From an optimization exercise on the open Yosys and OpenROAD flow, aimed at small area, a short achievable clock period and few clock cycles per item; shortcuts taken in it are not production practice.
Where RTL was checked, it was by simulation tests only, not by an equivalence proof against the original.
Power is estimated from default activity; no workload was simulated.

==> inputs of v32 <==
Design ring_producer_reserve_commit, start of the top module:
module ring_producer_reserve_commit
#(
  parameter int INDEX_BITS = 16
) (
  input  wire logic                   clk,
  input  wire logic                   rst,
  input  wire logic                   in_valid,
  output logic                        in_ready,
  input  wire logic [38:0]            in_data,
  output logic                        out_valid,
  input  wire logic                   out_ready,
  output logic [260:0]                out_data,
  input  wire logic                   cfg_we,
  input  wire logic [rprc_pkg::CFG_INDEX_W-1:0] cfg_index,
  input  wire logic [rprc_pkg::CFG_DATA_W-1:0]  cfg_data
);
clock: 6.0 ns
lec_check: 0
abc_area: 1
cap_margin: 20
core_margin: 2
core_utilization: 65
cts_buf_list: sky130_fd_sc_hd__clkbuf_4 sky130_fd_sc_hd__clkbuf_8
cts_cluster_size: 24
setup_slack_margin: 3.0
slew_margin: 20
standard.sh (not shown) runs the stock make flow with config.mk's settings and CLKGATE_MAP_FILE= SYNTH_SCRIPT=/design/flow/synth_recipe.tcl, a recipe that flattens the netlist after the stock synthesis.
==> flow/flow/run.sh <==
#!/bin/bash
# Standard layout, but the port buffers that global placement inserts on
# every input and output are the smallest buffer (buf_1) instead of the
# clkdlybuf4s50_1 the resizer picks by default.
set -euo pipefail
bash standard.sh finish BUFFER_PORTS_ARGS="-buffer_cell sky130_fd_sc_hd__buf_1" > flow_make.log 2>&1
==> v27: changes against v32 <==
--- a/flow/design.v
+++ b/flow/design.v
@@ -84,34 +84,56 @@
         default: ;
       endcase
     end
   end
   always_comb begin
     for (int i = 0; i < 16; i++) mask[i] = (i == 0) || (e_m1 >= 4'(i));
   end
-  logic accept;
-  assign in_ready = !rst && (!out_valid || out_ready);
-  assign accept   = in_valid && in_ready;
+  logic        s1_valid;
+  logic [1:0]  s1_act;
+  logic        s1_len_ok;
+  logic [16:0] s1_len;
+  logic [15:0] s1_rdi;
+  logic        s1_att;
+  logic        accept;
+  logic        in_len_ok;
+  assign accept   = s1_valid && !rst && (!out_valid || out_ready);
+  assign in_ready = !(rst || (s1_valid && out_valid && !out_ready));
+  assign in_len_ok = (in_data[36:17] != 20'd0) && (in_data[36:17] <= {3'b000, max_len});
+  always_ff @(posedge clk) begin
+    if (rst)           s1_valid <= 1'b0;
+    else if (in_ready) s1_valid <= in_valid;
+  end
+  always_ff @(posedge clk) begin
+    if (in_ready) begin
+      s1_act    <= in_data[38:37];
+      s1_len_ok <= in_len_ok;
+      s1_len    <= in_data[33:17];
+      s1_rdi    <= in_data[16:1];
+      s1_att    <= in_data[0];
+    end
+  end
   logic [15:0] wp;
   logic [15:0] wp1;        
   logic        hold;
   logic [15:0] held;
   logic [63:0] msgs, bytes, fails;
   logic [1:0]  act;
-  logic [19:0] len;
+  logic [16:0] len;
   logic [15:0] rdi;
   logic        att;
   logic        len_ok, full;
   logic [2:0]  status;
   logic        publish, fail, take_slot, slot_flag, hold_next;
-  assign act = in_data[38:37];
-  assign len = in_data[36:17];
-  assign rdi = in_data[16:1];
-  assign att = in_data[0];
-  assign len_ok = (len != 20'd0) && (len <= {3'b000, max_len});
+  logic [15:0] free0, free_new;
+  assign act    = s1_act;
+  assign len    = s1_len;
+  assign rdi    = s1_rdi;
+  assign att    = s1_att;
+  assign len_ok = s1_len_ok;
   assign full   = ((wp1 ^ rdi) & mask) == 16'd0;
   always_comb begin
     status    = ST_OK;
     publish   = 1'b0;
     fail      = 1'b0;
     take_slot = 1'b0;
     slot_flag = 1'b0;
@@ -148,14 +170,21 @@
           take_slot = 1'b1;
           slot_flag = 1'b1;
           publish   = 1'b1;
         end
       end
     endcase
   end
+  logic [15:0] free_flip;
+  assign free0 = rdi + ~wp;
+  always_comb begin
+    free_flip[0] = 1'b1;
+    for (int i = 1; i < 16; i++) free_flip[i] = ~|(free0 & ~(16'hFFFF << i));
+  end
+  assign free_new = (free0 ^ (free_flip & {16{publish}})) & mask;
   logic [63:0] cfg_z;
   logic ld_msgs, ld_bytes, ld_fails;
   assign cfg_z    = rst ? 64'd0 : cfg_data;
   assign ld_msgs  = rst || (cfg_we && (cfg_index == REG_MESSAGES_TOTAL));
   assign ld_bytes = rst || (cfg_we && (cfg_index == REG_BYTES_TOTAL));
   assign ld_fails = rst || (cfg_we && (cfg_index == REG_FAILED_TOTAL));
   logic inc_pub, inc_fail, inc_hi;
@@ -214,37 +243,35 @@
   always_ff @(posedge clk) begin
     if (take) held <= wp & mask;
   end
   logic [2:0]  r_status;
   logic        r_slot;
   logic        r_pw;
   logic [16:0] r_len;
-  logic [15:0] r_rdi;
+  logic [15:0] r_free;
   always_ff @(posedge clk) begin
     if (rst)         out_valid <= 1'b0;
     else if (accept) out_valid <= 1'b1;
     else if (out_ready) out_valid <= 1'b0;
   end
   always_ff @(posedge clk) begin
     if (accept) begin
       r_status <= status;
       r_slot   <= slot_flag;
       r_pw     <= publish;
       r_len    <= len[16:0];
-      r_rdi    <= rdi;
-    end
-  end
-  logic [15:0] free_slots;
-  assign free_slots = (r_rdi + ~wp) & mask;
+      r_free   <= free_new;
+    end
+  end
   assign out_data = {r_status,
                      held & {16{r_slot}},
                      r_pw,
                      r_len & {17{r_pw}},
                      wp,
-                     free_slots,
+                     r_free,
                      msgs,
                      bytes,
                      fails};
 endmodule
 `default_nettype wire
 `timescale 1ns / 1ps
 `default_nettype none
==> flow/config.mk (replaced) <==
export PLATFORM = sky130hd
export DESIGN_NAME = ring_producer_reserve_commit
export DESIGN_NICKNAME = ring_producer_reserve_commit
export VERILOG_FILES = /design/flow/design.v
export SDC_FILE = /design/flow/constraint.sdc
export NUM_CORES = 4
export LEC_CHECK = 0
export CAP_MARGIN = 20
export CORE_MARGIN = 2
export CORE_UTILIZATION = 65
export CTS_BUF_LIST = sky130_fd_sc_hd__clkbuf_4 sky130_fd_sc_hd__clkbuf_8
export CTS_CLUSTER_SIZE = 24
export SETUP_SLACK_MARGIN = 2.8
export SLEW_MARGIN = 20
export TNS_END_PERCENT = 20
==> run summary <==
metric                                                                                  v32                       v27
Crit path buffers/inverters                                                               4                         0
Critical path's largest stage delay                                                 0.35 ns                   0.60 ns
Number of enable flip-flop cells after synthesis                                         54                        91
Leakage power of the design                                                        9.726 nW                  7.788 nW
Total power                                                                        5.427 mW                  5.233 mW
Multi-Input Combinational                                                             1,923                     1,733
Number of fill cells in the layout                                                    2,172                     2,124
Syn Inst Count                                                                        2,766                     2,260
Top-area cell type share of the netlist area                                         26.28%                    26.73%
Total length of routed met2 wires                                                  28.49 mm                  27.14 mm
Outcome                                                                      finished clean            finished clean
Flip-flop and latch count                                                               301                       339
Global-route total usage across every layer                                          37.55%                    37.47%
Initial core utilization                                                             65.72%                    66.49%
Area post-placement                                                            0.02042 mm^2              0.02016 mm^2
Reg-to-reg slack, setup                                                             3.19 ns                   2.70 ns
Destination of the critical timing path                                       out_data[204]  u_core.bytes[50]$_DFF_P_
Total clock buffers created by CTS                                                       52                        57
Share of synthesized cell area in full adder, half adder and majority cells          4.004%                    3.921%
Testbench counts of v27, summed over its fixed seeds: cycles 24,016, items 24,000.
Function not checked in v32: the RTL went through the layout flow alone.

static timing again, ports no longer ideal:
No port has a modelled driver above. Below, the same layouts with a new extraction and two added sets of constraints.
Step 1: set_driving_cell puts a clkbuf_16 on clk and a buf_2 on each other input, an assumption about the parent block.
Step 2 adds t to the input delays and takes it off the output delays; t is the mean of the earliest and latest rising clock arrival at the registers after step 1. Input paths then give back, and output paths get back, about the clock's delay inside the block.
Three values: no drivers, after step 1, after step 2; two values: the first two.
run | t (ns) | slack for setup (ns) | hold slack, ns | worst data-port slew with drivers (ns)
v32 | 0.649 | 1.877 / 1.826 / 2.321 | 0.486 / 0.486 / 0.486 | 0.07
v27 | 0.637 | 2.704 / 2.704 / 2.367 | 0.458 / 0.458 / 0.458 | 0.07
After both steps setup and hold are still met in every run listed. The setup slack of v27, which loses most, moves by 0.000 ns with the drivers and by -0.337 ns with both steps.
